Source: an optimization exercise on an open RTL-to-GDS flow (aim: small area and a short achievable clock period). Production flows keep margins and buffers that such runs may drop.
At most, simulation tests tie the RTL to the original design; equivalence was not proved.
The RTL of run 2 was laid out without a check of its function.
Power and IR drop assume default switching activity.

<file path="flow/config.mk">
export PLATFORM = sky130hd
export DESIGN_NAME = dense2_argmax
export DESIGN_NICKNAME = dense2_argmax
export VERILOG_FILES = /design/flow/design.v
export SDC_FILE = /design/flow/constraint.sdc
export NUM_CORES = 4
export LEC_CHECK = 0
export ABC_AREA = 1
export CAP_MARGIN = 20
export CORE_MARGIN = 2
export CORE_UTILIZATION = 40
export PLACE_DENSITY = 0.6
export SETUP_SLACK_MARGIN = 5
export SLEW_MARGIN = 20
</file>
<file path="flow/design.v">
package dense2_pkg;
  localparam int unsigned N_IN      = 120;
  localparam int unsigned N_OUT     = 10;
  localparam int unsigned DW        = 16;
  localparam int unsigned FRAC_BITS = 8;
  localparam int unsigned ACC_W     = 30;
  localparam int unsigned AW        = 7;
  localparam int unsigned IDX_W     = 4;
  localparam logic [DW-1:0] SAT_MAX = {1'b0, {(DW-1){1'b1}}};
  localparam logic [DW-1:0] SAT_MIN = {1'b1, {(DW-1){1'b0}}};
  localparam int unsigned N_ST       = 6;
  localparam int unsigned I_IDLE     = 0;
  localparam int unsigned I_ACCUM    = 1;
  localparam int unsigned I_BIAS_RD  = 2;
  localparam int unsigned I_BIAS_ADD = 3;
  localparam int unsigned I_OUT      = 4;
  localparam int unsigned I_CLASS    = 5;
endpackage
module dense2_neuron_acc
(
  input  logic          clk,
  input  logic          keep,
  input  logic          shift,
  input  logic [29:0]   nxt_s,
  input  logic [29:0]   nxt_c,
  input  logic [7:0]    one,
  input  logic [7:0]    two,
  input  logic [7:0]    neg,
  input  logic [15:0]   w,
  output logic [29:0]   s,
  output logic [29:0]   c
);
  wire [29:0] sm = (s & {30{keep}}) | (nxt_s & {30{shift}});
  wire [29:0] cm = (c & {30{keep}}) | (nxt_c & {30{shift}});
  wire p1 = ((one[0] & w[0]) ^ neg[0]);
  wire p2 = (((one[0] & w[1]) | (two[0] & w[0])) ^ neg[0]);
  wire p3 = (((one[0] & w[2]) | (two[0] & w[1])) ^ neg[0]);
  wire p4 = (((one[0] & w[3]) | (two[0] & w[2])) ^ neg[0]);
  wire p5 = (((one[0] & w[4]) | (two[0] & w[3])) ^ neg[0]);
  wire p6 = (((one[0] & w[5]) | (two[0] & w[4])) ^ neg[0]);
  wire p7 = (((one[0] & w[6]) | (two[0] & w[5])) ^ neg[0]);
  wire p8 = (((one[0] & w[7]) | (two[0] & w[6])) ^ neg[0]);
  wire p9 = (((one[0] & w[8]) | (two[0] & w[7])) ^ neg[0]);
  wire p10 = (((one[0] & w[9]) | (two[0] & w[8])) ^ neg[0]);
  wire p11 = (((one[0] & w[10]) | (two[0] & w[9])) ^ neg[0]);
  wire p12 = (((one[0] & w[11]) | (two[0] & w[10])) ^ neg[0]);
  wire p13 = (((one[0] & w[12]) | (two[0] & w[11])) ^ neg[0]);
  wire p14 = (((one[0] & w[13]) | (two[0] & w[12])) ^ neg[0]);
  wire p15 = (((one[0] & w[14]) | (two[0] & w[13])) ^ neg[0]);
  wire p16 = (((one[0] & w[15]) | (two[0] & w[14])) ^ neg[0]);
  wire p17 = ~(((one[0] & w[15]) | (two[0] & w[15])) ^ neg[0]);
  wire p18 = ((one[1] & w[0]) ^ neg[1]);
  wire p19 = (((one[1] & w[1]) | (two[1] & w[0])) ^ neg[1]);
  wire p20 = (((one[1] & w[2]) | (two[1] & w[1])) ^ neg[1]);
  wire p21 = (((one[1] & w[3]) | (two[1] & w[2])) ^ neg[1]);
  wire p22 = (((one[1] & w[4]) | (two[1] & w[3])) ^ neg[1]);
  wire p23 = (((one[1] & w[5]) | (two[1] & w[4])) ^ neg[1]);
  wire p24 = (((one[1] & w[6]) | (two[1] & w[5])) ^ neg[1]);
  wire p25 = (((one[1] & w[7]) | (two[1] & w[6])) ^ neg[1]);
  wire p26 = (((one[1] & w[8]) | (two[1] & w[7])) ^ neg[1]);
  wire p27 = (((one[1] & w[9]) | (two[1] & w[8])) ^ neg[1]);
  wire p28 = (((one[1] & w[10]) | (two[1] & w[9])) ^ neg[1]);
  wire p29 = (((one[1] & w[11]) | (two[1] & w[10])) ^ neg[1]);
  wire p30 = (((one[1] & w[12]) | (two[1] & w[11])) ^ neg[1]);
  wire p31 = (((one[1] & w[13]) | (two[1] & w[12])) ^ neg[1]);
  wire p32 = (((one[1] & w[14]) | (two[1] & w[13])) ^ neg[1]);
  wire p33 = (((one[1] & w[15]) | (two[1] & w[14])) ^ neg[1]);
  wire p34 = ~(((one[1] & w[15]) | (two[1] & w[15])) ^ neg[1]);
  wire p35 = ((one[2] & w[0]) ^ neg[2]);
  wire p36 = (((one[2] & w[1]) | (two[2] & w[0])) ^ neg[2]);
  wire p37 = (((one[2] & w[2]) | (two[2] & w[1])) ^ neg[2]);
  wire p38 = (((one[2] & w[3]) | (two[2] & w[2])) ^ neg[2]);
  wire p39 = (((one[2] & w[4]) | (two[2] & w[3])) ^ neg[2]);
  wire p40 = (((one[2] & w[5]) | (two[2] & w[4])) ^ neg[2]);
  wire p41 = (((one[2] & w[6]) | (two[2] & w[5])) ^ neg[2]);
  wire p42 = (((one[2] & w[7]) | (two[2] & w[6])) ^ neg[2]);
  wire p43 = (((one[2] & w[8]) | (two[2] & w[7])) ^ neg[2]);
  wire p44 = (((one[2] & w[9]) | (two[2] & w[8])) ^ neg[2]);
  wire p45 = (((one[2] & w[10]) | (two[2] & w[9])) ^ neg[2]);
  wire p46 = (((one[2] & w[11]) | (two[2] & w[10])) ^ neg[2]);
  wire p47 = (((one[2] & w[12]) | (two[2] & w[11])) ^ neg[2]);
  wire p48 = (((one[2] & w[13]) | (two[2] & w[12])) ^ neg[2]);
  wire p49 = (((one[2] & w[14]) | (two[2] & w[13])) ^ neg[2]);
  wire p50 = (((one[2] & w[15]) | (two[2] & w[14])) ^ neg[2]);
  wire p51 = ~(((one[2] & w[15]) | (two[2] & w[15])) ^ neg[2]);
  wire p52 = ((one[3] & w[0]) ^ neg[3]);
  wire p53 = (((one[3] & w[1]) | (two[3] & w[0])) ^ neg[3]);
  wire p54 = (((one[3] & w[2]) | (two[3] & w[1])) ^ neg[3]);
  wire p55 = (((one[3] & w[3]) | (two[3] & w[2])) ^ neg[3]);
  wire p56 = (((one[3] & w[4]) | (two[3] & w[3])) ^ neg[3]);
  wire p57 = (((one[3] & w[5]) | (two[3] & w[4])) ^ neg[3]);
  wire p58 = (((one[3] & w[6]) | (two[3] & w[5])) ^ neg[3]);
  wire p59 = (((one[3] & w[7]) | (two[3] & w[6])) ^ neg[3]);
  wire p60 = (((one[3] & w[8]) | (two[3] & w[7])) ^ neg[3]);
  wire p61 = (((one[3] & w[9]) | (two[3] & w[8])) ^ neg[3]);
  wire p62 = (((one[3] & w[10]) | (two[3] & w[9])) ^ neg[3]);
  wire p63 = (((one[3] & w[11]) | (two[3] & w[10])) ^ neg[3]);
  wire p64 = (((one[3] & w[12]) | (two[3] & w[11])) ^ neg[3]);
  wire p65 = (((one[3] & w[13]) | (two[3] & w[12])) ^ neg[3]);
  wire p66 = (((one[3] & w[14]) | (two[3] & w[13])) ^ neg[3]);
  wire p67 = (((one[3] & w[15]) | (two[3] & w[14])) ^ neg[3]);
  wire p68 = ~(((one[3] & w[15]) | (two[3] & w[15])) ^ neg[3]);
  wire p69 = ((one[4] & w[0]) ^ neg[4]);
  wire p70 = (((one[4] & w[1]) | (two[4] & w[0])) ^ neg[4]);
  wire p71 = (((one[4] & w[2]) | (two[4] & w[1])) ^ neg[4]);
  wire p72 = (((one[4] & w[3]) | (two[4] & w[2])) ^ neg[4]);
  wire p73 = (((one[4] & w[4]) | (two[4] & w[3])) ^ neg[4]);
  wire p74 = (((one[4] & w[5]) | (two[4] & w[4])) ^ neg[4]);
  wire p75 = (((one[4] & w[6]) | (two[4] & w[5])) ^ neg[4]);
  wire p76 = (((one[4] & w[7]) | (two[4] & w[6])) ^ neg[4]);
  wire p77 = (((one[4] & w[8]) | (two[4] & w[7])) ^ neg[4]);
  wire p78 = (((one[4] & w[9]) | (two[4] & w[8])) ^ neg[4]);
  wire p79 = (((one[4] & w[10]) | (two[4] & w[9])) ^ neg[4]);
  wire p80 = (((one[4] & w[11]) | (two[4] & w[10])) ^ neg[4]);
  wire p81 = (((one[4] & w[12]) | (two[4] & w[11])) ^ neg[4]);
  wire p82 = (((one[4] & w[13]) | (two[4] & w[12])) ^ neg[4]);
  wire p83 = (((one[4] & w[14]) | (two[4] & w[13])) ^ neg[4]);
  wire p84 = (((one[4] & w[15]) | (two[4] & w[14])) ^ neg[4]);
  wire p85 = ~(((one[4] & w[15]) | (two[4] & w[15])) ^ neg[4]);
  wire p86 = ((one[5] & w[0]) ^ neg[5]);
  wire p87 = (((one[5] & w[1]) | (two[5] & w[0])) ^ neg[5]);
  wire p88 = (((one[5] & w[2]) | (two[5] & w[1])) ^ neg[5]);
  wire p89 = (((one[5] & w[3]) | (two[5] & w[2])) ^ neg[5]);
  wire p90 = (((one[5] & w[4]) | (two[5] & w[3])) ^ neg[5]);
  wire p91 = (((one[5] & w[5]) | (two[5] & w[4])) ^ neg[5]);
  wire p92 = (((one[5] & w[6]) | (two[5] & w[5])) ^ neg[5]);
  wire p93 = (((one[5] & w[7]) | (two[5] & w[6])) ^ neg[5]);
  wire p94 = (((one[5] & w[8]) | (two[5] & w[7])) ^ neg[5]);
  wire p95 = (((one[5] & w[9]) | (two[5] & w[8])) ^ neg[5]);
  wire p96 = (((one[5] & w[10]) | (two[5] & w[9])) ^ neg[5]);
  wire p97 = (((one[5] & w[11]) | (two[5] & w[10])) ^ neg[5]);
  wire p98 = (((one[5] & w[12]) | (two[5] & w[11])) ^ neg[5]);
  wire p99 = (((one[5] & w[13]) | (two[5] & w[12])) ^ neg[5]);
  wire p100 = (((one[5] & w[14]) | (two[5] & w[13])) ^ neg[5]);
  wire p101 = (((one[5] & w[15]) | (two[5] & w[14])) ^ neg[5]);
  wire p102 = ~(((one[5] & w[15]) | (two[5] & w[15])) ^ neg[5]);
  wire p103 = ((one[6] & w[0]) ^ neg[6]);
  wire p104 = (((one[6] & w[1]) | (two[6] & w[0])) ^ neg[6]);
  wire p105 = (((one[6] & w[2]) | (two[6] & w[1])) ^ neg[6]);
  wire p106 = (((one[6] & w[3]) | (two[6] & w[2])) ^ neg[6]);
  wire p107 = (((one[6] & w[4]) | (two[6] & w[3])) ^ neg[6]);
  wire p108 = (((one[6] & w[5]) | (two[6] & w[4])) ^ neg[6]);
  wire p109 = (((one[6] & w[6]) | (two[6] & w[5])) ^ neg[6]);
  wire p110 = (((one[6] & w[7]) | (two[6] & w[6])) ^ neg[6]);
  wire p111 = (((one[6] & w[8]) | (two[6] & w[7])) ^ neg[6]);
  wire p112 = (((one[6] & w[9]) | (two[6] & w[8])) ^ neg[6]);
  wire p113 = (((one[6] & w[10]) | (two[6] & w[9])) ^ neg[6]);
  wire p114 = (((one[6] & w[11]) | (two[6] & w[10])) ^ neg[6]);
  wire p115 = (((one[6] & w[12]) | (two[6] & w[11])) ^ neg[6]);
  wire p116 = (((one[6] & w[13]) | (two[6] & w[12])) ^ neg[6]);
  wire p117 = (((one[6] & w[14]) | (two[6] & w[13])) ^ neg[6]);
  wire p118 = (((one[6] & w[15]) | (two[6] & w[14])) ^ neg[6]);
  wire p119 = ~(((one[6] & w[15]) | (two[6] & w[15])) ^ neg[6]);
  wire p120 = ((one[7] & w[0]) ^ neg[7]);
  wire p121 = (((one[7] & w[1]) | (two[7] & w[0])) ^ neg[7]);
  wire p122 = (((one[7] & w[2]) | (two[7] & w[1])) ^ neg[7]);
  wire p123 = (((one[7] & w[3]) | (two[7] & w[2])) ^ neg[7]);
  wire p124 = (((one[7] & w[4]) | (two[7] & w[3])) ^ neg[7]);
  wire p125 = (((one[7] & w[5]) | (two[7] & w[4])) ^ neg[7]);
  wire p126 = (((one[7] & w[6]) | (two[7] & w[5])) ^ neg[7]);
  wire p127 = (((one[7] & w[7]) | (two[7] & w[6])) ^ neg[7]);
  wire p128 = (((one[7] & w[8]) | (two[7] & w[7])) ^ neg[7]);
  wire p129 = (((one[7] & w[9]) | (two[7] & w[8])) ^ neg[7]);
  wire p130 = (((one[7] & w[10]) | (two[7] & w[9])) ^ neg[7]);
  wire p131 = (((one[7] & w[11]) | (two[7] & w[10])) ^ neg[7]);
  wire p132 = (((one[7] & w[12]) | (two[7] & w[11])) ^ neg[7]);
  wire p133 = (((one[7] & w[13]) | (two[7] & w[12])) ^ neg[7]);
  wire p134 = (((one[7] & w[14]) | (two[7] & w[13])) ^ neg[7]);
  wire p135 = (((one[7] & w[15]) | (two[7] & w[14])) ^ neg[7]);
  wire p136 = ~(((one[7] & w[15]) | (two[7] & w[15])) ^ neg[7]);
  wire s137 = neg[1] ^ p3 ^ p18;
  wire c138 = (neg[1] & p3) | (neg[1] & p18) | (p3 & p18);
  wire s139 = p4 ^ p19 ^ c138;
  wire c140 = (p4 & p19) | (p4 & c138) | (p19 & c138);
  wire s141 = neg[2] ^ p5 ^ p20;
  wire c142 = (neg[2] & p5) | (neg[2] & p20) | (p5 & p20);
  wire s143 = p35 ^ s141 ^ c140;
  wire c144 = (p35 & s141) | (p35 & c140) | (s141 & c140);
  wire s145 = p6 ^ p21 ^ p36;
  wire c146 = (p6 & p21) | (p6 & p36) | (p21 & p36);
  wire s147 = c142 ^ s145 ^ c144;
  wire c148 = (c142 & s145) | (c142 & c144) | (s145 & c144);
  wire s149 = neg[3] ^ p7 ^ p22;
  wire c150 = (neg[3] & p7) | (neg[3] & p22) | (p7 & p22);
  wire s151 = p37 ^ p52 ^ c146;
  wire c152 = (p37 & p52) | (p37 & c146) | (p52 & c146);
  wire s153 = s149 ^ s151 ^ c148;
  wire c154 = (s149 & s151) | (s149 & c148) | (s151 & c148);
  wire s155 = p8 ^ p23 ^ p38;
  wire c156 = (p8 & p23) | (p8 & p38) | (p23 & p38);
  wire s157 = p53 ^ c150 ^ s155;
  wire c158 = (p53 & c150) | (p53 & s155) | (c150 & s155);
  wire s159 = c152 ^ s157;
  wire c160 = c152 & s157;
  wire s161 = sm[0] ^ cm[0] ^ neg[4];
  wire c162 = (sm[0] & cm[0]) | (sm[0] & neg[4]) | (cm[0] & neg[4]);
  wire s163 = s161 ^ p9 ^ p24;
  wire c164 = (s161 & p9) | (s161 & p24) | (p9 & p24);
  wire s165 = p39 ^ p54 ^ p69;
  wire c166 = (p39 & p54) | (p39 & p69) | (p54 & p69);
  wire s167 = c156 ^ s163 ^ s165;
  wire c168 = (c156 & s163) | (c156 & s165) | (s163 & s165);
  wire s169 = c158 ^ s167 ^ c160;
  wire c170 = (c158 & s167) | (c158 & c160) | (s167 & c160);
  wire s171 = sm[1] ^ cm[1] ^ c162;
  wire c172 = (sm[1] & cm[1]) | (sm[1] & c162) | (cm[1] & c162);
  wire s173 = p10 ^ p25 ^ p40;
  wire c174 = (p10 & p25) | (p10 & p40) | (p25 & p40);
  wire s175 = p55 ^ p70 ^ s171;
  wire c176 = (p55 & p70) | (p55 & s171) | (p70 & s171);
  wire s177 = c164 ^ c166 ^ s173;
  wire c178 = (c164 & c166) | (c164 & s173) | (c166 & s173);
  wire s179 = s175 ^ c168 ^ s177;
  wire c180 = (s175 & c168) | (s175 & s177) | (c168 & s177);
  wire s181 = sm[2] ^ cm[2] ^ neg[5];
  wire c182 = (sm[2] & cm[2]) | (sm[2] & neg[5]) | (cm[2] & neg[5]);
  wire s183 = s181 ^ p11 ^ p26;
  wire c184 = (s181 & p11) | (s181 & p26) | (p11 & p26);
  wire s185 = p41 ^ p56 ^ p71;
  wire c186 = (p41 & p56) | (p41 & p71) | (p56 & p71);
  wire s187 = p86 ^ c172 ^ c174;
  wire c188 = (p86 & c172) | (p86 & c174) | (c172 & c174);
  wire s189 = s183 ^ s185 ^ c176;
  wire c190 = (s183 & s185) | (s183 & c176) | (s185 & c176);
  wire s191 = s187 ^ c178 ^ s189;
  wire c192 = (s187 & c178) | (s187 & s189) | (c178 & s189);
  wire s193 = sm[3] ^ cm[3] ^ c182;
  wire c194 = (sm[3] & cm[3]) | (sm[3] & c182) | (cm[3] & c182);
  wire s195 = p12 ^ p27 ^ p42;
  wire c196 = (p12 & p27) | (p12 & p42) | (p27 & p42);
  wire s197 = p57 ^ p72 ^ p87;
  wire c198 = (p57 & p72) | (p57 & p87) | (p72 & p87);
  wire s199 = s193 ^ c184 ^ c186;
  wire c200 = (s193 & c184) | (s193 & c186) | (c184 & c186);
  wire s201 = s195 ^ s197 ^ c188;
  wire c202 = (s195 & s197) | (s195 & c188) | (s197 & c188);
  wire s203 = s199 ^ c190 ^ s201;
  wire c204 = (s199 & c190) | (s199 & s201) | (c190 & s201);
  wire s205 = sm[4] ^ cm[4] ^ neg[6];
  wire c206 = (sm[4] & cm[4]) | (sm[4] & neg[6]) | (cm[4] & neg[6]);
  wire s207 = s205 ^ p13 ^ p28;
  wire c208 = (s205 & p13) | (s205 & p28) | (p13 & p28);
  wire s209 = p43 ^ p58 ^ p73;
  wire c210 = (p43 & p58) | (p43 & p73) | (p58 & p73);
  wire s211 = p88 ^ p103 ^ c194;
  wire c212 = (p88 & p103) | (p88 & c194) | (p103 & c194);
  wire s213 = c196 ^ c198 ^ s207;
  wire c214 = (c196 & c198) | (c196 & s207) | (c198 & s207);
  wire s215 = s209 ^ s211 ^ c200;
  wire c216 = (s209 & s211) | (s209 & c200) | (s211 & c200);
  wire s217 = s213 ^ c202 ^ s215;
  wire c218 = (s213 & c202) | (s213 & s215) | (c202 & s215);
  wire s219 = sm[5] ^ cm[5] ^ c206;
  wire c220 = (sm[5] & cm[5]) | (sm[5] & c206) | (cm[5] & c206);
  wire s221 = p14 ^ p29 ^ p44;
  wire c222 = (p14 & p29) | (p14 & p44) | (p29 & p44);
  wire s223 = p59 ^ p74 ^ p89;
  wire c224 = (p59 & p74) | (p59 & p89) | (p74 & p89);
  wire s225 = p104 ^ s219 ^ c208;
  wire c226 = (p104 & s219) | (p104 & c208) | (s219 & c208);
  wire s227 = c210 ^ s221 ^ s223;
  wire c228 = (c210 & s221) | (c210 & s223) | (s221 & s223);
  wire s229 = c212 ^ s225 ^ c214;
  wire c230 = (c212 & s225) | (c212 & c214) | (s225 & c214);
  wire s231 = s227 ^ c216 ^ s229;
  wire c232 = (s227 & c216) | (s227 & s229) | (c216 & s229);
  wire s233 = sm[6] ^ cm[6] ^ neg[7];
  wire c234 = (sm[6] & cm[6]) | (sm[6] & neg[7]) | (cm[6] & neg[7]);
  wire s235 = s233 ^ p15 ^ p30;
  wire c236 = (s233 & p15) | (s233 & p30) | (p15 & p30);
  wire s237 = p45 ^ p60 ^ p75;
  wire c238 = (p45 & p60) | (p45 & p75) | (p60 & p75);
  wire s239 = p90 ^ p105 ^ p120;
  wire c240 = (p90 & p105) | (p90 & p120) | (p105 & p120);
  wire s241 = c220 ^ c222 ^ c224;
  wire c242 = (c220 & c222) | (c220 & c224) | (c222 & c224);
  wire s243 = s235 ^ s237 ^ s239;
  wire c244 = (s235 & s237) | (s235 & s239) | (s237 & s239);
  wire s245 = c226 ^ s241 ^ c228;
  wire c246 = (c226 & s241) | (c226 & c228) | (s241 & c228);
  wire s247 = s243 ^ c230 ^ s245;
  wire c248 = (s243 & c230) | (s243 & s245) | (c230 & s245);
  wire s249 = sm[7] ^ cm[7] ^ c234;
  wire c250 = (sm[7] & cm[7]) | (sm[7] & c234) | (cm[7] & c234);
  wire s251 = p16 ^ p31 ^ p46;
  wire c252 = (p16 & p31) | (p16 & p46) | (p31 & p46);
  wire s253 = p61 ^ p76 ^ p91;
  wire c254 = (p61 & p76) | (p61 & p91) | (p76 & p91);
  wire s255 = p106 ^ p121 ^ s249;
  wire c256 = (p106 & p121) | (p106 & s249) | (p121 & s249);
  wire s257 = c236 ^ c238 ^ c240;
  wire c258 = (c236 & c238) | (c236 & c240) | (c238 & c240);
  wire s259 = s251 ^ s253 ^ c242;
  wire c260 = (s251 & s253) | (s251 & c242) | (s253 & c242);
  wire s261 = s255 ^ s257 ^ c244;
  wire c262 = (s255 & s257) | (s255 & c244) | (s257 & c244);
  wire s263 = c246 ^ s259 ^ s261;
  wire c264 = (c246 & s259) | (c246 & s261) | (s259 & s261);
  wire s265 = 1'b1 ^ sm[8] ^ cm[8];
  wire c266 = (1'b1 & sm[8]) | (1'b1 & cm[8]) | (sm[8] & cm[8]);
  wire s267 = s265 ^ p17 ^ p32;
  wire c268 = (s265 & p17) | (s265 & p32) | (p17 & p32);
  wire s269 = p47 ^ p62 ^ p77;
  wire c270 = (p47 & p62) | (p47 & p77) | (p62 & p77);
  wire s271 = p92 ^ p107 ^ p122;
  wire c272 = (p92 & p107) | (p92 & p122) | (p107 & p122);
  wire s273 = c250 ^ c252 ^ c254;
  wire c274 = (c250 & c252) | (c250 & c254) | (c252 & c254);
  wire s275 = s267 ^ s269 ^ s271;
  wire c276 = (s267 & s269) | (s267 & s271) | (s269 & s271);
  wire s277 = c256 ^ c258 ^ s273;
  wire c278 = (c256 & c258) | (c256 & s273) | (c258 & s273);
  wire s279 = s275 ^ c260 ^ c262;
  wire c280 = (s275 & c260) | (s275 & c262) | (c260 & c262);
  wire s281 = s277 ^ c264 ^ s279;
  wire c282 = (s277 & c264) | (s277 & s279) | (c264 & s279);
  wire s283 = 1'b1 ^ sm[9] ^ cm[9];
  wire c284 = (1'b1 & sm[9]) | (1'b1 & cm[9]) | (sm[9] & cm[9]);
  wire s285 = c266 ^ s283 ^ p33;
  wire c286 = (c266 & s283) | (c266 & p33) | (s283 & p33);
  wire s287 = p48 ^ p63 ^ p78;
  wire c288 = (p48 & p63) | (p48 & p78) | (p63 & p78);
  wire s289 = p93 ^ p108 ^ p123;
  wire c290 = (p93 & p108) | (p93 & p123) | (p108 & p123);
  wire s291 = c268 ^ c270 ^ c272;
  wire c292 = (c268 & c270) | (c268 & c272) | (c270 & c272);
  wire s293 = s285 ^ s287 ^ s289;
  wire c294 = (s285 & s287) | (s285 & s289) | (s287 & s289);
  wire s295 = c274 ^ s291 ^ c276;
  wire c296 = (c274 & s291) | (c274 & c276) | (s291 & c276);
  wire s297 = s293 ^ c278 ^ s295;
  wire c298 = (s293 & c278) | (s293 & s295) | (c278 & s295);
  wire s299 = c280 ^ s297 ^ c282;
  wire c300 = (c280 & s297) | (c280 & c282) | (s297 & c282);
  wire s301 = sm[10] ^ cm[10] ^ c284;
  wire c302 = (sm[10] & cm[10]) | (sm[10] & c284) | (cm[10] & c284);
  wire s303 = p34 ^ p49 ^ p64;
  wire c304 = (p34 & p49) | (p34 & p64) | (p49 & p64);
  wire s305 = p79 ^ p94 ^ p109;
  wire c306 = (p79 & p94) | (p79 & p109) | (p94 & p109);
  wire s307 = p124 ^ s301 ^ c286;
  wire c308 = (p124 & s301) | (p124 & c286) | (s301 & c286);
  wire s309 = c288 ^ c290 ^ s303;
  wire c310 = (c288 & c290) | (c288 & s303) | (c290 & s303);
  wire s311 = s305 ^ c292 ^ s307;
  wire c312 = (s305 & c292) | (s305 & s307) | (c292 & s307);
  wire s313 = c294 ^ s309 ^ c296;
  wire c314 = (c294 & s309) | (c294 & c296) | (s309 & c296);
  wire s315 = s311 ^ c298 ^ s313;
  wire c316 = (s311 & c298) | (s311 & s313) | (c298 & s313);
  wire s317 = 1'b1 ^ sm[11] ^ cm[11];
  wire c318 = (1'b1 & sm[11]) | (1'b1 & cm[11]) | (sm[11] & cm[11]);
  wire s319 = s317 ^ p50 ^ p65;
  wire c320 = (s317 & p50) | (s317 & p65) | (p50 & p65);
  wire s321 = p80 ^ p95 ^ p110;
  wire c322 = (p80 & p95) | (p80 & p110) | (p95 & p110);
  wire s323 = p125 ^ c302 ^ c304;
  wire c324 = (p125 & c302) | (p125 & c304) | (c302 & c304);
  wire s325 = c306 ^ s319 ^ s321;
  wire c326 = (c306 & s319) | (c306 & s321) | (s319 & s321);
  wire s327 = c308 ^ s323 ^ c310;
  wire c328 = (c308 & s323) | (c308 & c310) | (s323 & c310);
  wire s329 = s325 ^ c312 ^ s327;
  wire c330 = (s325 & c312) | (s325 & s327) | (c312 & s327);
  wire s331 = c314 ^ s329 ^ c316;
  wire c332 = (c314 & s329) | (c314 & c316) | (s329 & c316);
  wire s333 = sm[12] ^ cm[12] ^ c318;
  wire c334 = (sm[12] & cm[12]) | (sm[12] & c318) | (cm[12] & c318);
  wire s335 = p51 ^ p66 ^ p81;
  wire c336 = (p51 & p66) | (p51 & p81) | (p66 & p81);
  wire s337 = p96 ^ p111 ^ p126;
  wire c338 = (p96 & p111) | (p96 & p126) | (p111 & p126);
  wire s339 = s333 ^ c320 ^ c322;
  wire c340 = (s333 & c320) | (s333 & c322) | (c320 & c322);
  wire s341 = s335 ^ s337 ^ c324;
  wire c342 = (s335 & s337) | (s335 & c324) | (s337 & c324);
  wire s343 = s339 ^ c326 ^ c328;
  wire c344 = (s339 & c326) | (s339 & c328) | (c326 & c328);
  wire s345 = s341 ^ c330 ^ s343;
  wire c346 = (s341 & c330) | (s341 & s343) | (c330 & s343);
  wire s347 = 1'b1 ^ sm[13] ^ cm[13];
  wire c348 = (1'b1 & sm[13]) | (1'b1 & cm[13]) | (sm[13] & cm[13]);
  wire s349 = s347 ^ p67 ^ p82;
  wire c350 = (s347 & p67) | (s347 & p82) | (p67 & p82);
  wire s351 = p97 ^ p112 ^ p127;
  wire c352 = (p97 & p112) | (p97 & p127) | (p112 & p127);
  wire s353 = c334 ^ c336 ^ c338;
  wire c354 = (c334 & c336) | (c334 & c338) | (c336 & c338);
  wire s355 = s349 ^ s351 ^ c340;
  wire c356 = (s349 & s351) | (s349 & c340) | (s351 & c340);
  wire s357 = s353 ^ c342 ^ s355;
  wire c358 = (s353 & c342) | (s353 & s355) | (c342 & s355);
  wire s359 = c344 ^ s357 ^ c346;
  wire c360 = (c344 & s357) | (c344 & c346) | (s357 & c346);
  wire s361 = sm[14] ^ cm[14] ^ c348;
  wire c362 = (sm[14] & cm[14]) | (sm[14] & c348) | (cm[14] & c348);
  wire s363 = p68 ^ p83 ^ p98;
  wire c364 = (p68 & p83) | (p68 & p98) | (p83 & p98);
  wire s365 = p113 ^ p128 ^ s361;
  wire c366 = (p113 & p128) | (p113 & s361) | (p128 & s361);
  wire s367 = c350 ^ c352 ^ s363;
  wire c368 = (c350 & c352) | (c350 & s363) | (c352 & s363);
  wire s369 = s365 ^ c354 ^ s367;
  wire c370 = (s365 & c354) | (s365 & s367) | (c354 & s367);
  wire s371 = c356 ^ s369 ^ c358;
  wire c372 = (c356 & s369) | (c356 & c358) | (s369 & c358);
  wire s373 = 1'b1 ^ sm[15] ^ cm[15];
  wire c374 = (1'b1 & sm[15]) | (1'b1 & cm[15]) | (sm[15] & cm[15]);
  wire s375 = s373 ^ p84 ^ p99;
  wire c376 = (s373 & p84) | (s373 & p99) | (p84 & p99);
  wire s377 = p114 ^ p129 ^ c362;
  wire c378 = (p114 & p129) | (p114 & c362) | (p129 & c362);
  wire s379 = c364 ^ s375 ^ c366;
  wire c380 = (c364 & s375) | (c364 & c366) | (s375 & c366);
  wire s381 = s377 ^ c368 ^ s379;
  wire c382 = (s377 & c368) | (s377 & s379) | (c368 & s379);
  wire s383 = c370 ^ s381 ^ c372;
  wire c384 = (c370 & s381) | (c370 & c372) | (s381 & c372);
  wire s385 = sm[16] ^ cm[16] ^ c374;
  wire c386 = (sm[16] & cm[16]) | (sm[16] & c374) | (cm[16] & c374);
  wire s387 = p85 ^ p100 ^ p115;
  wire c388 = (p85 & p100) | (p85 & p115) | (p100 & p115);
  wire s389 = p130 ^ s385 ^ c376;
  wire c390 = (p130 & s385) | (p130 & c376) | (s385 & c376);
  wire s391 = s387 ^ c378 ^ s389;
  wire c392 = (s387 & c378) | (s387 & s389) | (c378 & s389);
  wire s393 = c380 ^ s391 ^ c382;
  wire c394 = (c380 & s391) | (c380 & c382) | (s391 & c382);
  wire s395 = 1'b1 ^ sm[17] ^ cm[17];
  wire c396 = (1'b1 & sm[17]) | (1'b1 & cm[17]) | (sm[17] & cm[17]);
  wire s397 = s395 ^ p101 ^ p116;
  wire c398 = (s395 & p101) | (s395 & p116) | (p101 & p116);
  wire s399 = p131 ^ c386 ^ c388;
  wire c400 = (p131 & c386) | (p131 & c388) | (c386 & c388);
  wire s401 = s397 ^ c390 ^ s399;
  wire c402 = (s397 & c390) | (s397 & s399) | (c390 & s399);
  wire s403 = c392 ^ s401 ^ c394;
  wire c404 = (c392 & s401) | (c392 & c394) | (s401 & c394);
  wire s405 = sm[18] ^ cm[18] ^ c396;
  wire c406 = (sm[18] & cm[18]) | (sm[18] & c396) | (cm[18] & c396);
  wire s407 = p102 ^ p117 ^ p132;
  wire c408 = (p102 & p117) | (p102 & p132) | (p117 & p132);
  wire s409 = s405 ^ c398 ^ s407;
  wire c410 = (s405 & c398) | (s405 & s407) | (c398 & s407);
  wire s411 = c400 ^ s409 ^ c402;
  wire c412 = (c400 & s409) | (c400 & c402) | (s409 & c402);
  wire s413 = 1'b1 ^ sm[19] ^ cm[19];
  wire c414 = (1'b1 & sm[19]) | (1'b1 & cm[19]) | (sm[19] & cm[19]);
  wire s415 = s413 ^ p118 ^ p133;
  wire c416 = (s413 & p118) | (s413 & p133) | (p118 & p133);
  wire s417 = c406 ^ c408 ^ s415;
  wire c418 = (c406 & c408) | (c406 & s415) | (c408 & s415);
  wire s419 = c410 ^ s417 ^ c412;
  wire c420 = (c410 & s417) | (c410 & c412) | (s417 & c412);
  wire s421 = sm[20] ^ cm[20] ^ c414;
  wire c422 = (sm[20] & cm[20]) | (sm[20] & c414) | (cm[20] & c414);
  wire s423 = p119 ^ p134 ^ s421;
  wire c424 = (p119 & p134) | (p119 & s421) | (p134 & s421);
  wire s425 = c416 ^ s423 ^ c418;
  wire c426 = (c416 & s423) | (c416 & c418) | (s423 & c418);
  wire s427 = 1'b1 ^ sm[21] ^ cm[21];
  wire c428 = (1'b1 & sm[21]) | (1'b1 & cm[21]) | (sm[21] & cm[21]);
  wire s429 = s427 ^ p135 ^ c422;
  wire c430 = (s427 & p135) | (s427 & c422) | (p135 & c422);
  wire s431 = c424 ^ s429 ^ c426;
  wire c432 = (c424 & s429) | (c424 & c426) | (s429 & c426);
  wire s433 = sm[22] ^ cm[22] ^ c428;
  wire c434 = (sm[22] & cm[22]) | (sm[22] & c428) | (cm[22] & c428);
  wire s435 = p136 ^ s433 ^ c430;
  wire c436 = (p136 & s433) | (p136 & c430) | (s433 & c430);
  wire s437 = 1'b1 ^ sm[23] ^ cm[23];
  wire c438 = (1'b1 & sm[23]) | (1'b1 & cm[23]) | (sm[23] & cm[23]);
  wire s439 = s437 ^ c434 ^ c436;
  wire c440 = (s437 & c434) | (s437 & c436) | (c434 & c436);
  wire s441 = 1'b1 ^ sm[24] ^ cm[24];
  wire c442 = (1'b1 & sm[24]) | (1'b1 & cm[24]) | (sm[24] & cm[24]);
  wire s443 = c438 ^ s441;
  wire c444 = c438 & s441;
  wire s445 = 1'b1 ^ sm[25] ^ cm[25];
  wire c446 = (1'b1 & sm[25]) | (1'b1 & cm[25]) | (sm[25] & cm[25]);
  wire s447 = c442 ^ s445 ^ c444;
  wire c448 = (c442 & s445) | (c442 & c444) | (s445 & c444);
  wire s449 = 1'b1 ^ sm[26] ^ cm[26];
  wire c450 = (1'b1 & sm[26]) | (1'b1 & cm[26]) | (sm[26] & cm[26]);
  wire s451 = c446 ^ s449 ^ c448;
  wire c452 = (c446 & s449) | (c446 & c448) | (s449 & c448);
  wire s453 = 1'b1 ^ sm[27] ^ cm[27];
  wire c454 = (1'b1 & sm[27]) | (1'b1 & cm[27]) | (sm[27] & cm[27]);
  wire s455 = c450 ^ s453 ^ c452;
  wire c456 = (c450 & s453) | (c450 & c452) | (s453 & c452);
  wire s457 = 1'b1 ^ sm[28] ^ cm[28];
  wire c458 = (1'b1 & sm[28]) | (1'b1 & cm[28]) | (sm[28] & cm[28]);
  wire s459 = c454 ^ s457 ^ c456;
  wire c460 = (c454 & s457) | (c454 & c456) | (s457 & c456);
  wire s461 = 1'b1 ^ sm[29] ^ cm[29];
  wire c462 = (1'b1 & sm[29]) | (1'b1 & cm[29]) | (sm[29] & cm[29]);
  wire s463 = c458 ^ s461 ^ c460;
  wire c464 = (c458 & s461) | (c458 & c460) | (s461 & c460);
  wire [8:0] low_sum = {1'b0, c154, s153, s147, s143, s139, s137, p2, p1} + {1'b0, s159, 1'b0, 1'b0, 1'b0, 1'b0, 1'b0, 1'b0, neg[0]};
  always_ff @(posedge clk) begin
    s <= {s463, s459, s455, s451, s447, c440, s439, c432, s431, c420, s419, c404, s403, c384, s383, c360, s359, c332, s331, c300, s299, s281, c248, c232, c218, c204, c192, c180, c170, s169};
    c <= {1'b0, 1'b0, 1'b0, 1'b0, 1'b0, s443, 1'b0, s435, 1'b0, s425, 1'b0, s411, 1'b0, s393, 1'b0, s371, 1'b0, s345, 1'b0, s315, 1'b0, 1'b0, s263, s247, s231, s217, s203, s191, s179, low_sum[8]};
  end
endmodule
module dense2_argmax
(
  input  logic                clk,
  input  logic                rst,
  input  logic                in_valid,
  input  logic                frame_start_in,
  input  logic                frame_end_in,
  input  logic [dense2_pkg::DW-1:0]       dense_input,
  output logic                rom_en,
  output logic [dense2_pkg::AW-1:0]       rom_addr,
  input  logic [dense2_pkg::N_OUT*dense2_pkg::DW-1:0] rom_data,
  output logic                out_valid,
  output logic                frame_start_out,
  output logic                frame_end_out,
  output logic [dense2_pkg::DW-1:0]       logit_out,
  output logic                class_valid,
  output logic [dense2_pkg::IDX_W-1:0]    class_idx,
  output logic                err
);
  localparam int unsigned W = dense2_pkg::ACC_W;
  logic [dense2_pkg::N_ST-1:0]   state;
  logic [dense2_pkg::N_ST-1:0]   state_n;
  logic [dense2_pkg::AW-1:0]     cnt;
  logic              clear;
  logic              take;
  logic              err_c;
  logic              keep_q;
  logic [dense2_pkg::DW-1:0]     sample_q;
  logic [dense2_pkg::IDX_W-1:0]  out_k;
  logic [dense2_pkg::DW-1:0]     best_val;
  logic [dense2_pkg::IDX_W-1:0]  best_idx;
  logic [W-1:0]      acc_s [dense2_pkg::N_OUT];
  logic [W-1:0]      acc_c [dense2_pkg::N_OUT];
  logic st_idle, st_accum, st_bias_rd, st_bias_add, st_out, st_class;
  assign st_idle     = state[dense2_pkg::I_IDLE];
  assign st_accum    = state[dense2_pkg::I_ACCUM];
  assign st_bias_rd  = state[dense2_pkg::I_BIAS_RD];
  assign st_bias_add = state[dense2_pkg::I_BIAS_ADD];
  assign st_out      = state[dense2_pkg::I_OUT];
  assign st_class    = state[dense2_pkg::I_CLASS];
  logic [7:0] b_one, b_two, b_neg;
  always_comb begin
    for (int k = 0; k < 8; k++) begin
      logic x0, x1, x2;
      x0 = (k == 0) ? 1'b0 : sample_q[2*k-1];
      x1 = sample_q[2*k];
      x2 = sample_q[2*k+1];
      b_one[k] = x1 ^ x0;
      b_two[k] = (x2 & ~x1 & ~x0) | (~x2 & x1 & x0);
      b_neg[k] = x2;
    end
  end
  for (genvar k = 0; k < dense2_pkg::N_OUT; k++) begin : g_neuron
    dense2_neuron_acc u_acc (
      .clk     (clk),
      .keep    (keep_q),
      .shift   (st_out),
      .nxt_s   ((k == dense2_pkg::N_OUT - 1) ? '0 : acc_s[(k + 1) % dense2_pkg::N_OUT]),
      .nxt_c   ((k == dense2_pkg::N_OUT - 1) ? '0 : acc_c[(k + 1) % dense2_pkg::N_OUT]),
      .one     (b_one),
      .two     (b_two),
      .neg     (b_neg),
      .w       (rom_data[k*dense2_pkg::DW +: dense2_pkg::DW]),
      .s       (acc_s[k]),
      .c       (acc_c[k])
    );
  end
  logic start_ok;    
  logic last_idx;    
  logic in_frame;    
  assign start_ok = in_valid && frame_start_in && !frame_end_in;
  assign last_idx = (cnt == dense2_pkg::AW'(dense2_pkg::N_IN - 1));
  assign in_frame = st_accum && in_valid && !frame_start_in;
  assign take   = (st_idle && start_ok) || (st_accum && in_valid);
  assign clear  = in_valid && frame_start_in && ((st_idle && !frame_end_in) || st_accum);
  assign rom_en = !rst && (take || st_bias_rd);
  always_comb begin
    rom_addr = '0;
    if (!rst && in_frame) begin
      rom_addr = cnt;
    end else if (!rst && st_bias_rd) begin
      rom_addr = dense2_pkg::AW'(dense2_pkg::N_IN);
    end
  end
  assign err_c = (st_idle && in_valid && frame_start_in && frame_end_in)
              || (st_accum && in_valid && (frame_start_in || (frame_end_in != last_idx)))
              || (!st_idle && !st_accum && in_valid);
  always_comb begin
    state_n = '0;
    state_n[dense2_pkg::I_IDLE]     = (st_idle && !start_ok)
                                   || (in_frame && (frame_end_in ? !last_idx : last_idx))
                                   || st_class;
    state_n[dense2_pkg::I_ACCUM]    = (st_idle && start_ok)
                                   || (st_accum && !(in_frame && (frame_end_in || last_idx)));
    state_n[dense2_pkg::I_BIAS_RD]  = in_frame && frame_end_in && last_idx;
    state_n[dense2_pkg::I_BIAS_ADD] = st_bias_rd;
    state_n[dense2_pkg::I_OUT]      = st_bias_add
                                   || (st_out && (out_k != dense2_pkg::IDX_W'(dense2_pkg::N_OUT - 1)));
    state_n[dense2_pkg::I_CLASS]    = st_out && (out_k == dense2_pkg::IDX_W'(dense2_pkg::N_OUT - 1));
  end
  logic [W-1:0]  sel_sum;
  logic [dense2_pkg::DW-1:0] logit_c;
  assign sel_sum = acc_s[0] + acc_c[0];
  assign logit_c = (sel_sum[W-1:dense2_pkg::DW-1] == {(W-dense2_pkg::DW+1){sel_sum[W-1]}})
                 ? sel_sum[dense2_pkg::DW-1:0]
                 : (sel_sum[W-1] ? dense2_pkg::SAT_MIN : dense2_pkg::SAT_MAX);
  logic              better;
  logic [dense2_pkg::IDX_W-1:0]  cur_idx;
  assign better  = frame_start_out || ($signed(logit_out) > $signed(best_val));
  assign cur_idx = out_k - dense2_pkg::IDX_W'(1);
  always_ff @(posedge clk) begin
    if (rst) begin
      state           <= dense2_pkg::N_ST'(1) << dense2_pkg::I_IDLE;
      cnt             <= '0;
      keep_q          <= 1'b0;
      sample_q        <= '0;
      out_k           <= '0;
      best_val        <= '0;
      best_idx        <= '0;
      out_valid       <= 1'b0;
      frame_start_out <= 1'b0;
      frame_end_out   <= 1'b0;
      logit_out       <= '0;
      class_valid     <= 1'b0;
      class_idx       <= '0;
      err             <= 1'b0;
    end else begin
      state           <= state_n;
      keep_q          <= !clear && !state_n[dense2_pkg::I_OUT];
      err             <= err_c;
      if (clear) begin
        cnt <= dense2_pkg::AW'(1);
      end else if (take) begin
        cnt <= cnt + dense2_pkg::AW'(1);
      end
      if (take) begin
        sample_q <= dense_input;
      end else if (st_bias_rd) begin
        sample_q <= dense2_pkg::DW'(1 << dense2_pkg::FRAC_BITS);
      end else begin
        sample_q <= '0;
      end
      if (st_bias_add) begin
        out_k <= '0;
      end else if (st_out) begin
        out_k <= out_k + dense2_pkg::IDX_W'(1);
      end
      out_valid       <= st_out;
      frame_start_out <= st_out && (out_k == '0);
      frame_end_out   <= st_out && (out_k == dense2_pkg::IDX_W'(dense2_pkg::N_OUT - 1));
      logit_out       <= logit_c;
      class_valid     <= st_class;
      class_idx       <= better ? cur_idx : best_idx;
      if (out_valid && better) begin
        best_val <= logit_out;
        best_idx <= cur_idx;
      end
    end
  end
endmodule
</file>
<file path="flow/standard.sh">
#!/bin/bash
# synth_recipe.tcl (not shown) runs the flow's synth.tcl, then flattens the netlist and writes it again
# the make line also repeats each setting of config.mk as NAME=value (left out here)
make -C /OpenROAD-flow-scripts/flow DESIGN_CONFIG=/design/flow/config.mk WORK_HOME=/design/flow/orfs CLKGATE_MAP_FILE= SYNTH_SCRIPT=/design/flow/synth_recipe.tcl "${@:-finish}"
</file>
<file path="flow/flow/invpush.py">
#!/usr/bin/env python3
"""Remove inverters around full adders in a flat Yosys netlist of sky130hd cells.

A full adder is self-dual: FA(~a, ~b, ~c) = (~sum, ~cout). Synthesis often
leaves inverters between adder cells; this flips adders (feeding them the
complement of their inputs, so their outputs carry the complement) where that
lowers the number of inverters, then re-inserts one inverter per net whose
complement is still needed. Registers, ports and all other cells are kept.

usage: invpush.py IN.v OUT.v
"""
import re
import sys

OUTPINS = {"X", "Y", "Q", "Q_N", "SUM", "COUT", "HI", "LO"}
INV = re.compile(r"sky130_fd_sc_hd__inv_\d+$")
FA = re.compile(r"sky130_fd_sc_hd__fa_\d+$")
XOR = re.compile(r"sky130_fd_sc_hd__x(n?)or2_(\d+)$")

src = open(sys.argv[1]).read()
m_first = re.search(r"^\s*sky130_fd_sc_hd__\w+\s", src, re.M)
head = src[:m_first.start()]
tail_i = src.rindex("endmodule")
body = src[m_first.start():tail_i]
tail = src[tail_i:]
if re.search(r"^\s*assign\s", body, re.M) or re.search(r"^\s*assign\s", head, re.M):
    sys.exit("assign statements not supported")

inst_re = re.compile(r"\s*(sky130_fd_sc_hd__\w+)\s+(\\\S+\s|\S+)\s*\((.*?)\);\s*", re.S)
pin_re = re.compile(r"\.(\w+)\(\s*(\\\S+\s|[^()\s]+)\s*\)")
insts = []
pos = 0
while pos < len(body):
    m = inst_re.match(body, pos)
    if not m:
        sys.exit("parse error at: " + body[pos:pos + 200])
    pins = [(p, n.strip()) for p, n in pin_re.findall(m.group(3))]
    insts.append([m.group(1), m.group(2).strip(), pins])
    pos = m.end()

# ports
ports_out = set()
ports_in = set()
for kind, rng, names in re.findall(r"^\s*(input|output)\s+(\[\d+:\d+\]\s+)?([^;]+);", head, re.M):
    for nm in names.split(","):
        nm = nm.strip()
        if rng:
            hi, lo = map(int, re.findall(r"\d+", rng))
            bits = [f"{nm}[{i}]" for i in range(min(hi, lo), max(hi, lo) + 1)]
        else:
            bits = [nm]
        (ports_out if kind == "output" else ports_in).update(bits)

driver = {}
for idx, (typ, name, pins) in enumerate(insts):
    for p, n in pins:
        if p in OUTPINS:
            driver[n] = (idx, p)

def is_inv(idx):
    return INV.match(insts[idx][0]) is not None

# inverters kept as they are: those driving output ports
keep_inv = set()
for idx, (typ, name, pins) in enumerate(insts):
    if is_inv(idx):
        y = dict(pins)["Y"]
        if y in ports_out:
            keep_inv.add(idx)

def root(n):
    par = 0
    seen = 0
    while n in driver and is_inv(driver[n][0]) and driver[n][0] not in keep_inv:
        n = dict(insts[driver[n][0]][2])["A"]
        par ^= 1
        seen += 1
        if seen > 1000:
            sys.exit("inverter loop")
    return n, par

# loads: (inst idx, pin index) -> (root, parity); only non-removed cells
removed = {i for i in range(len(insts)) if is_inv(i) and i not in keep_inv}
loads = []          # [idx, pin_i, root, parity]
for idx, (typ, name, pins) in enumerate(insts):
    if idx in removed:
        continue
    for pi, (p, n) in enumerate(pins):
        if p in OUTPINS or not re.match(r"^(\\\S+|[A-Za-z_][\w$]*(\[\d+\])?)$", n):
            continue
        r, par = root(n)
        loads.append([idx, pi, r, par])
for n in ports_out:
    if n in driver and driver[n][0] in removed:
        sys.exit("port driven by removable inverter: " + n)

fa_idx = [i for i in range(len(insts)) if FA.match(insts[i][0]) or XOR.match(insts[i][0])]
is_fa = {i: FA.match(insts[i][0]) is not None for i in fa_idx}
# FAs whose outputs are ports cannot flip
noflip = set()
for i in fa_idx:
    for p, n in insts[i][2]:
        if p in OUTPINS and n in ports_out:
            noflip.add(i)
flip = {}
out_of = {}   # root net -> driving FA idx (if FA)
for i in fa_idx:
    for p, n in insts[i][2]:
        if p in OUTPINS:
            out_of[n] = i

loads_by_root = {}
loads_by_inst = {}
for L in loads:
    loads_by_root.setdefault(L[2], []).append(L)
    loads_by_inst.setdefault(L[0], []).append(L)

def need(L):
    own = flip.get(L[0], 0) if FA.match(insts[L[0]][0]) else 0
    return L[3] ^ own ^ flip.get(out_of.get(L[2], -1), 0)

cnt = {r: sum(need(L) for L in Ls) for r, Ls in loads_by_root.items()}
def cost():
    return sum(1 for r in cnt if cnt[r] > 0)

def delta(i):
    ch = {}
    for L in (loads_by_inst.get(i, []) if is_fa[i] else []):
        ch[L[2]] = ch.get(L[2], 0) + (1 - 2 * need(L))
    outs = [n for p, n in insts[i][2] if p in OUTPINS]
    for n in outs:
        for L in loads_by_root.get(n, []):
            if L[0] == i:
                continue
            ch[n] = ch.get(n, 0) + (1 - 2 * need(L))
    d = 0
    for r, c in ch.items():
        before = cnt[r] > 0
        after = cnt[r] + c > 0
        d += int(after) - int(before)
    return d, ch

c0 = cost()
# Start from a polarity that satisfies as many adder-to-adder connections as a
# breadth-first walk over them allows, then improve greedily.
if "--nobfs" not in sys.argv:
    fa_set = set(fa_idx) - noflip
    adj = {i: [] for i in fa_set}
    for L in loads:
        g = out_of.get(L[2], -1)
        if L[0] in fa_set and g in fa_set and g != L[0] and is_fa[L[0]]:
            adj[L[0]].append((g, L[3]))
            adj[g].append((L[0], L[3]))
    seen = set()
    from collections import deque
    for s0 in fa_idx:
        if s0 not in fa_set or s0 in seen:
            continue
        seen.add(s0)
        flip[s0] = 0
        dq = deque([s0])
        while dq:
            u = dq.popleft()
            for v, p in adj[u]:
                if v not in seen:
                    seen.add(v)
                    flip[v] = flip.get(u, 0) ^ p
                    dq.append(v)
    cnt = {r: sum(need(L) for L in Ls) for r, Ls in loads_by_root.items()}
    print(f"after walk: {cost()} (from {c0})", file=sys.stderr)
changed = True
rounds = 0
while changed and rounds < 50:
    changed = False
    rounds += 1
    for i in fa_idx:
        if i in noflip:
            continue
        d, ch = delta(i)
        if d < 0:
            flip[i] = flip.get(i, 0) ^ 1
            for r, c in ch.items():
                cnt[r] += c
            changed = True
# Flip whole groups of adders joined by adder-to-adder connections when that helps.
if "--nobfs" not in sys.argv:
    comp = {}
    for s0 in fa_idx:
        if s0 not in fa_set or s0 in comp:
            continue
        comp[s0] = s0
        stack = [s0]
        while stack:
            u = stack.pop()
            for v, p in adj[u]:
                if v not in comp:
                    comp[v] = s0
                    stack.append(v)
    groups = {}
    for i, g in comp.items():
        groups.setdefault(g, []).append(i)
    def gdelta(members):
        ms = set(members)
        affected = set()
        for i in members:
            if is_fa[i]:
                for L in loads_by_inst.get(i, []):
                    affected.add(L[2])
            for p, n in insts[i][2]:
                if p in OUTPINS:
                    affected.add(n)
        before = {r: cnt[r] for r in affected}
        for i in members:
            flip[i] = flip.get(i, 0) ^ 1
        after = {r: sum(need(L) for L in loads_by_root.get(r, [])) for r in affected}
        d = sum(int(after[r] > 0) - int(before[r] > 0) for r in affected)
        return d, after
    for it in range(3):
        improved = False
        for g, members in groups.items():
            if len(members) < 2:
                continue
            d, after = gdelta(members)
            if d < 0:
                cnt.update(after)
                improved = True
            else:
                for i in members:
                    flip[i] = flip.get(i, 0) ^ 1
        changed = True
        rounds2 = 0
        while changed and rounds2 < 50:
            changed = False
            rounds2 += 1
            for i in fa_idx:
                if i in noflip:
                    continue
                d, ch = delta(i)
                if d < 0:
                    flip[i] = flip.get(i, 0) ^ 1
                    for r, c in ch.items():
                        cnt[r] += c
                    changed = True
                    improved = True
        if not improved:
            break
    print(f"groups: {len(groups)}, largest {max(len(m) for m in groups.values())}", file=sys.stderr)
c1 = cost()
assert c1 == sum(1 for r, Ls in loads_by_root.items() if any(need(L) for L in Ls))

# rebuild: a flipped xor becomes an xnor and vice versa
for i in fa_idx:
    m = XOR.match(insts[i][0])
    if m and flip.get(i, 0):
        insts[i][0] = f"sky130_fd_sc_hd__{'xor' if m.group(1) else 'xnor'}2_{m.group(2)}"
        outpin = "X" if m.group(1) else "Y"   # xor2 drives X, xnor2 drives Y
        insts[i][2] = [(outpin if p in ("X", "Y") else p, n) for p, n in insts[i][2]]
# rebuild
inv_net = {}
new_insts = []
k = 0
for r, Ls in loads_by_root.items():
    if any(need(L) for L in Ls):
        k += 1
        nn = f"_ipush_n{k}_"
        inv_net[r] = nn
        new_insts.append(["sky130_fd_sc_hd__inv_1", f"_ipush_i{k}_", [("A", r), ("Y", nn)]])
for L in loads:
    idx, pi, r, par = L
    p, _ = insts[idx][2][pi]
    insts[idx][2][pi] = (p, inv_net[r] if need(L) else r)

def fmt(n):
    return n + " " if n.startswith("\\") else n

out = [head]
for idx, (typ, name, pins) in enumerate(insts + new_insts):
    if idx < len(insts) and idx in removed:
        continue
    out.append(f"  {typ} {fmt(name)} (\n" + ",\n".join(f"    .{p}({fmt(n)})" for p, n in pins) + "\n  );\n")
decl = "".join(f"  wire {n};\n" for n in inv_net.values())
text = "".join(out)
text = text.replace(head, head + decl, 1)
open(sys.argv[2], "w").write(text + tail)
print(f"inverters: {len(removed) + len(keep_inv)} before, {len(keep_inv) + len(inv_net)} after; "
      f"{sum(flip.values())} of {len(fa_idx)} adders flipped; rounds {rounds}", file=sys.stderr)
</file>
<file path="flow/constraint.sdc">
create_clock -name core_clock -period 11.0 [get_ports {clk}]
set_input_delay 2.2000 -clock core_clock [delete_from_list [all_inputs] [get_ports {clk}]]
set_output_delay 2.2000 -clock core_clock [all_outputs]
set_load 0.01 [all_outputs]
</file>
<file path="flow/flow/run.sh">
#!/bin/bash
# The standard layout (standard.sh: unchanged synthesis, floorplan, place,
# CTS, route) with two changes:
#  - repair_timing aims for 5.6 ns of setup slack at the design's 11 ns clock;
#  - after synthesis, invpush.py removes inverters between full-adder cells by
#    flipping adders (a full adder is self-dual), leaving registers, ports and
#    all other cells as synthesis made them.
# Each tool's output goes to a log here; ORFS keeps its step logs under orfs/logs.
set -euo pipefail
sed 's/SETUP_SLACK_MARGIN=[0-9.]*/SETUP_SLACK_MARGIN=5.6/' standard.sh > standard_margin.sh
grep -q 'SETUP_SLACK_MARGIN=5.6' standard_margin.sh
bash standard_margin.sh synth > synth.log 2>&1
NET=orfs/results/sky130hd/dense2_argmax/base/1_2_yosys.v
cp "$NET" 1_2_yosys.standard.v
python3 flow/invpush.py 1_2_yosys.standard.v "$NET" > invpush.log 2>&1
touch "$NET"
bash standard_margin.sh > standard.log 2>&1
</file>
==> out/qor.csv, run 1 <==
stage,metric,value,unit
run_status,status,finished clean,
power,VDD IR max,0.1234,mV
sta,fmax,0.1856,GHz
drt,Via Count,62767,
global_route,first-pass GRT wire length,417400,µm
worst_setup_path,Setup CP Type,in -> reg,
clock_tree,CTS buffer count,73,
sta,"Period Utilization, post-route",48.97,%
global_route,routing usage on met1,36.61,%
worst_setup_path,crit end category,flip-flop,
global_route,antenna violations before repair,3,
synth,synth warn,4,
drt,drc violations,0,
clock_tree,clk sinks,538,
finish,final core utilization,48.29,%
placed_design,# port buffers,213,
worst_setup_path,worst endpoint data arrival time,5960,ps
placed_design,DP HPWL,174600,µm
global_route,GRT overflow,0,
floorplanning,Initial Util,40.32,%
clock_tree,hold bufs inserted after CTS,0,
clock_tree,H-tree depth,3,
finish,Area Growth Syn to Fin,19.76,%
worst_hold_path,min-delay src,best_val[6],
floorplanning,die width,431.1,µm
clock_tree,CTS Buffer Depth,3,
sta,clock skew,17.71,ps
sta,Final Hold Fails,0,
drt,remaining antenna violation count,0,
placed_design,placer congestion estimate,0.8993,
drt,Iter 0 DRT Violations,6770,
worst_setup_path,Critical Path Start Type,input pin,
synth,mapped cell area,72950,µm²
finish,finished layout cell area,87370,µm²
global_route,vias in the first global route,66938,
drt,WL/cell,27.49,µm
sta,Worst-Margin Slew,1210,ps
floorplanning,core area,180900,µm²
power,pwr/cell area,166.0,nW/µm²
finish,layout cells sized above 1,19.07,%
sta,count of final setup violators,0,
global_route,grt met3 use,5.611,%
worst_hold_path,min-delay worst type,reg -> reg,
floorplanning,row count,156,
power,Leak Pwr,38.37,nW
sta,Setup TNS,0,ps
finish,"commonest non-fill, non-tap cell in the layout",o22ai_1,
worst_setup_path,crit path from,rom_data[121],
clock_tree,Clock transition at path regs,60,ps
sta,slew margin rel.,19.30,%
synth,post-synthesis net count,9376,
global_route,GRT Total Usage,29.76,%
clock_tree,Root Buffer,clkbuf_16,
worst_setup_path,critical path required time,11570,ps
run,Max-Cap Viols,0,
global_route,largest net degree at the start of global routing,121,
synth,Mapped Cells,7666,
global_route,GR peak layer,met2,
worst_setup_path,CP max FO,5,
global_route,Global Route met2 Usage,48.79,%
synth,syn avg cell area,9.516,µm²
clock_tree,clock latency (worst-skew pair),690,ps
drt,Vias/cell,6.090,
drt,DR pass1 iterations,6,
finish,most frequent cells in the layout,"1,353 x o22ai_1, 1,151 x fa_1, 857 x inv_1",
floorplanning,Die ar.,185800,µm²
sta,max-slew violations,0,
floorplanning,io pins,214,
sta,RSZ-0062 raised after global routing,yes,
worst_setup_path,R2R setup slack,5650,ps
floorplanning,Die H,431.1,µm
worst_setup_path,R2R Path Start,sample_q[9],
clock_tree,TritonCTS clock tree,done,
finish,Nets,9586,
sta,Period minus WS final,5387,ps
drt,drt total wl,283400,µm
placed_design,placed cell areas,78010,µm²
==> worst max-delay path: stages <==
cell	delay, ps
clkdlybuf4s15_1	430
clkinvlp_4	330
buf_4	230
o22ai_1	160
xnor2_1	110
fa_1	430
fa_1	430
fa_2	440
fa_2	410
fa_2	360
fa_1	430
==> through the flow <==
| stage | setup slack (ps) | total power, mW | hold WS [ps] | instances |
|---|---|---|---|---|
| after floorplan | 5550 | 9.434 | 425.0 | 7666 |
| after global placement | 3575 | 11.23 | 445.7 | 9650 |
| after detailed placement | 3534 | 11.58 | 452.9 | 9651 |
| after CTS | 5397 | 14.41 | 458.1 | 10215 |
| after global routing | 5546 | 15.96 | 474.8 | 10305 |
| final | 5613 | 14.51 | 457.1 | 10307 |
==> area by class of cell <==
class	instances	area, µm²
antenna	3	7.507
clock buffer	99	2066
clock inverter	34	471.7
fill	16543	93570
inverter	1042	4656
multi-input combinational	5407	58050
sequential	538	10810
tap	2370	2965
timing repair buffer	799	8248
timing repair inverter	15	102.6
==> path summary, 6_finish.rpt <==
check	end	cells past startpoint
worst max-delay path	g_neuron[7].u_acc.s[9]	11
worst min-delay path	best_val[6]	2
worst max register to register	g_neuron[7].u_acc.s[11]	13
worst min register to register	best_val[6]	2
==> state kept, by name, indices dropped and copies added, names as in the netlist <==
signal            count
best_val             16
g_neuron.u_acc.s    300
frame_end_out         1
g_neuron.u_acc.c    160
state                 5
best_idx              4
err                   1
out_k                 4
sample_q             16
cnt                   7
frame_start_out       1
out_valid             1
class_valid           1
keep_q                1
logit_out            16
class_idx             4
==> where the power goes <==
part | internal, mW | switching [mW]
combinational | 3.64 | 4.96
clock | 1.56 | 1.07
sequential | 2.95 | 0.334
total | 8.14 | 6.37
==> routing by layer <==
metal,part of all wire (%),vias to the layer above
met1,37,31658
li1,-,25638
met2,47,4360
met3,10,1111
met4,6.7,0
met5,0,-
==> repair_timing <==
item | in CTS | in global routing
gates resized for setup | 271 | 336
buffers inserted | 416 | 78
gates cloned | 15 | 11
endpoints found under the setup margin | 188 | 117
pin swaps | 13 | 132
==> run 2: changes to the inputs <==
--- a/flow/design.v
+++ b/flow/design.v
@@ -32,2 +32,5 @@
 );
+  logic [29:0] sn, cn;
+  assign s = ~sn;
+  assign c = ~cn;
   wire [29:0] sm = (s & {30{keep}}) | (nxt_s & {30{shift}});
@@ -500,4 +503,4 @@
   always_ff @(posedge clk) begin
-    s <= {s463, s459, s455, s451, s447, c440, s439, c432, s431, c420, s419, c404, s403, c384, s383, c360, s359, c332, s331, c300, s299, s281, c248, c232, c218, c204, c192, c180, c170, s169};
-    c <= {1'b0, 1'b0, 1'b0, 1'b0, 1'b0, s443, 1'b0, s435, 1'b0, s425, 1'b0, s411, 1'b0, s393, 1'b0, s371, 1'b0, s345, 1'b0, s315, 1'b0, 1'b0, s263, s247, s231, s217, s203, s191, s179, low_sum[8]};
+    sn <= ~{s463, s459, s455, s451, s447, c440, s439, c432, s431, c420, s419, c404, s403, c384, s383, c360, s359, c332, s331, c300, s299, s281, c248, c232, c218, c204, c192, c180, c170, s169};
+    cn <= ~{1'b0, 1'b0, 1'b0, 1'b0, 1'b0, s443, 1'b0, s435, 1'b0, s425, 1'b0, s411, 1'b0, s393, 1'b0, s371, 1'b0, s345, 1'b0, s315, 1'b0, 1'b0, s263, s247, s231, s217, s203, s191, s179, low_sum[8]};
   end
--- a/flow/flow/invpush.py
+++ b/flow/flow/invpush.py
@@ -19,3 +19,3 @@
 
-src = open(sys.argv[1]).read()
+src = re.sub(r"\(\*.*?\*\)", "", open(sys.argv[1]).read())
 m_first = re.search(r"^\s*sky130_fd_sc_hd__\w+\s", src, re.M)
==> run 2 against run 1 <==
Net effect: final area decreased by 0.77%; cell count decreased by 2.3%; die area decreased by 0.84%; via count decreased by 1.4%; largest power group unchanged.
==> out/qor.csv, run 2 <==
stage,metric,value,unit,change
worst_hold_path,min-delay worst type,reg -> reg,,
sta,clock skew,38.50,ps,+20.78 ps
drt,Via Count,61867,,-1.4%
sta,Final Hold Fails,0,,unchanged
power,overall power,14.48,mW,-0.18%
run_status,status,finished clean,,
drt,remaining antenna violation count,0,,unchanged
floorplanning,die width,429.2,µm,-0.42%
finish,Area Growth Syn to Fin,19.87,%,about the same
drt,Vias/cell,6.144,,+0.90%
clock_tree,CTS Buffer Depth,3,,unchanged
finish,Final Non-Filler Cells,10069,,-2.3%
worst_setup_path,CP max FO,8,,+3
sta,fmax,0.1838,GHz,-0.97%
clock_tree,TritonCTS clock tree,done,,
worst_setup_path,crit end category,flip-flop,,
sta,max-slew violations,0,,unchanged
finish,finished layout cell area,86700,µm²,-0.77%
power,VDD IR max,0.1250,mV,+1.3%
sta,"Period Utilization, post-route",49.45,%,+0.48 points
clock_tree,Clock transition at path regs,50,ps,about the same
floorplanning,io pins,214,,unchanged
finish,layout cells sized above 1,19.44,%,+0.37 points
finish,largest reg by FF count,g_neuron.u_acc.sn,,
sta,slew margin rel.,30.13,%,+11 points
floorplanning,Initial Util,40.15,%,-0.17 points
clock_tree,clk sinks,538,,unchanged
global_route,GRT Total Usage,29.32,%,-0.44 points
placed_design,DP Worst Slack,3865,ps,+331.3 ps
sta,Period minus WS final,5439,ps,+52.68 ps
drt,WL/cell,27.33,µm,-0.61%
finish,max reg flops,300,,unchanged
synth,Mapped Cells,7464,,-2.6%
synth,post-synthesis net count,9174,,-2.2%
drt,drc violations,0,,unchanged
placed_design,DP HPWL,169200,µm,-3.1%
sta,Worst-Margin Slew,1048,ps,-162.4 ps
power,pwr/cell area,167.0,nW/µm²,+0.59%
clock_tree,Root Buffer,clkbuf_16,,
clock_tree,H-tree depth,3,,unchanged
global_route,first-pass GRT wire length,412100,µm,-1.3%
drt,Iter 0 DRT Violations,6010,,-11%
sta,setup ws final,5561,ps,-52.68 ps
power,Leak Pwr,27.51,nW,-28%
placed_design,placed cell areas,77460,µm²,-0.71%
finish,largest registers,"g_neuron.u_acc.sn x300, g_neuron.u_acc.cn x160",,
global_route,vias in the first global route,66529,,-0.61%
sta,count of final setup violators,0,,unchanged
worst_setup_path,critical path required time,11640,ps,+70 ps
global_route,GRT overflow,0,,unchanged
placed_design,placed cell count,9433,,-2.3%
drt,DR pass1 iterations,6,,unchanged
sta,Setup TNS,0,ps,unchanged
floorplanning,row count,156,,unchanged
synth,synth warn,4,,unchanged
global_route,largest net degree at the start of global routing,147,,+21%
finish,Layout fillers,16566,,+0.14%
finish,"commonest non-fill, non-tap cell in the layout",o22ai_1,,
floorplanning,Die ar.,184200,µm²,-0.84%
clock_tree,CTS buffer count,76,,+4.1%
floorplanning,Die H,429.2,µm,-0.42%
worst_setup_path,Setup CP Type,in -> reg,,
finish,most frequent cells in the layout,"1,448 x o22ai_1, 1,143 x fa_1, 934 x xor2_1",,
worst_setup_path,Critical Path Start Type,input pin,,
placed_design,# port buffers,213,,unchanged
placed_design,placer congestion estimate,0.9291,,+3.3%
drt,drt total wl,275100,µm,-2.9%
global_route,antenna violations before repair,9,,+6
clock_tree,clock latency (worst-skew pair),710,ps,+20 ps
run,Max-Cap Viols,0,,unchanged
worst_setup_path,worst endpoint data arrival time,6080,ps,+120 ps
sta,RSZ-0062 raised after global routing,yes,,
synth,syn avg cell area,9.690,µm²,+1.8%
synth,mapped cell area,72330,µm²,-0.85%
floorplanning,core area,180200,µm²,-0.43%
finish,Nets,9343,,-2.5%
[run 2: area by class of cell]
type / instances / area, µm² / share of cell area, %
Multi-Input combinational cell: 5389 / 58160 / 67.08
Sequential cell: 538 / 10800 / 12.46
Timing Repair Buffer: 776 / 8268 / 9.536
Inverter: 843 / 3939 / 4.543
Tap cell: 2370 / 2965 / 3.420
Clock buffer: 107 / 2128 / 2.455
Clock inverter: 33 / 372.9 / 0.4301
Timing Repair inverter: 9 / 56.30 / 0.06494
Antenna cell: 4 / 10.01 / 0.01155
[run 2: metrics by stage]
stage                     utilization [%]  hold WS [ps]
final                               48.12         476.4
after global routing                48.12         498.4
after CTS                           47.16         482.8
after detailed placement            42.99         470.2
after global placement              42.99         463.5
after floorplan                         -         426.8
[run 2: power breakdown]
part           total, mW  switching, mW  internal, mW
clock network       2.56           1.08          1.48
logic               8.14           4.52          3.62
registers           3.78          0.812          2.97
[run 2: per-layer routing]
metal	track usage, %	vias to the layer above	part of all wire (%)
li1	-	25259	-
met3	6.054	1040	9.6
met5	0	-	0.018
met1	35.28	31596	37
met2	48.74	3964	47
met4	16.82	8	6.4
[run 2: worst max-delay path: stages]
cell	delay, ps
clkdlybuf4s50_1	510
clkinvlp_4	260
o22ai_1	280
xor2_1	230
fa_2	490
fa_1	420
fa_2	380
fa_2	420
fa_2	370
fa_2	520
[run 2: timing repair]
item	in CTS	in global routing
endpoints found under the setup margin	320	106
gates resized for setup	239	274
setup buffers	417	56
pin swaps	21	104
cloned	9	10
hold buffers	0	0
[run 2: final timing paths]
check	startpoint	to	slack [ps]	depth (start not counted)
worst min register to register	best_val[1]	best_val[1]	480	2
worst max-delay path	rom_data[13]	g_neuron[0].u_acc.sn[9]	5560	10
worst min-delay path	best_val[1]	best_val[1]	480	2
worst max register to register	sample_q[9]	g_neuron[9].u_acc.sn[11]	5600	13

-- what the ideal ports hide --
In the flow no input, the clock included, has a driving cell. The finished layouts below were timed again as built, in two steps.
Step 1 assumes that a clkbuf_16 drives the clock port and a buf_2 every other input.
Step 2 adds t to the input delays and takes it off the output delays; t is the mean of the earliest and latest rising clock arrival at the registers after step 1. Input paths then give back, and output paths get back, about the clock's delay inside the block.
a / b / c = ideal / step 1 / step 2; a / b = the first two.
run	t (ns)	slack for setup (ns)	worst setup path after step 2
run 1	0.764	5.613 / 5.636 / 4.872	input to register
run 2	0.790	5.561 / 5.565 / 4.776	input to register
After both steps setup and hold are still met in every run listed. The setup slack of run 2, which loses most, moves by +0.004 ns with the drivers and by -0.785 ns with both steps.
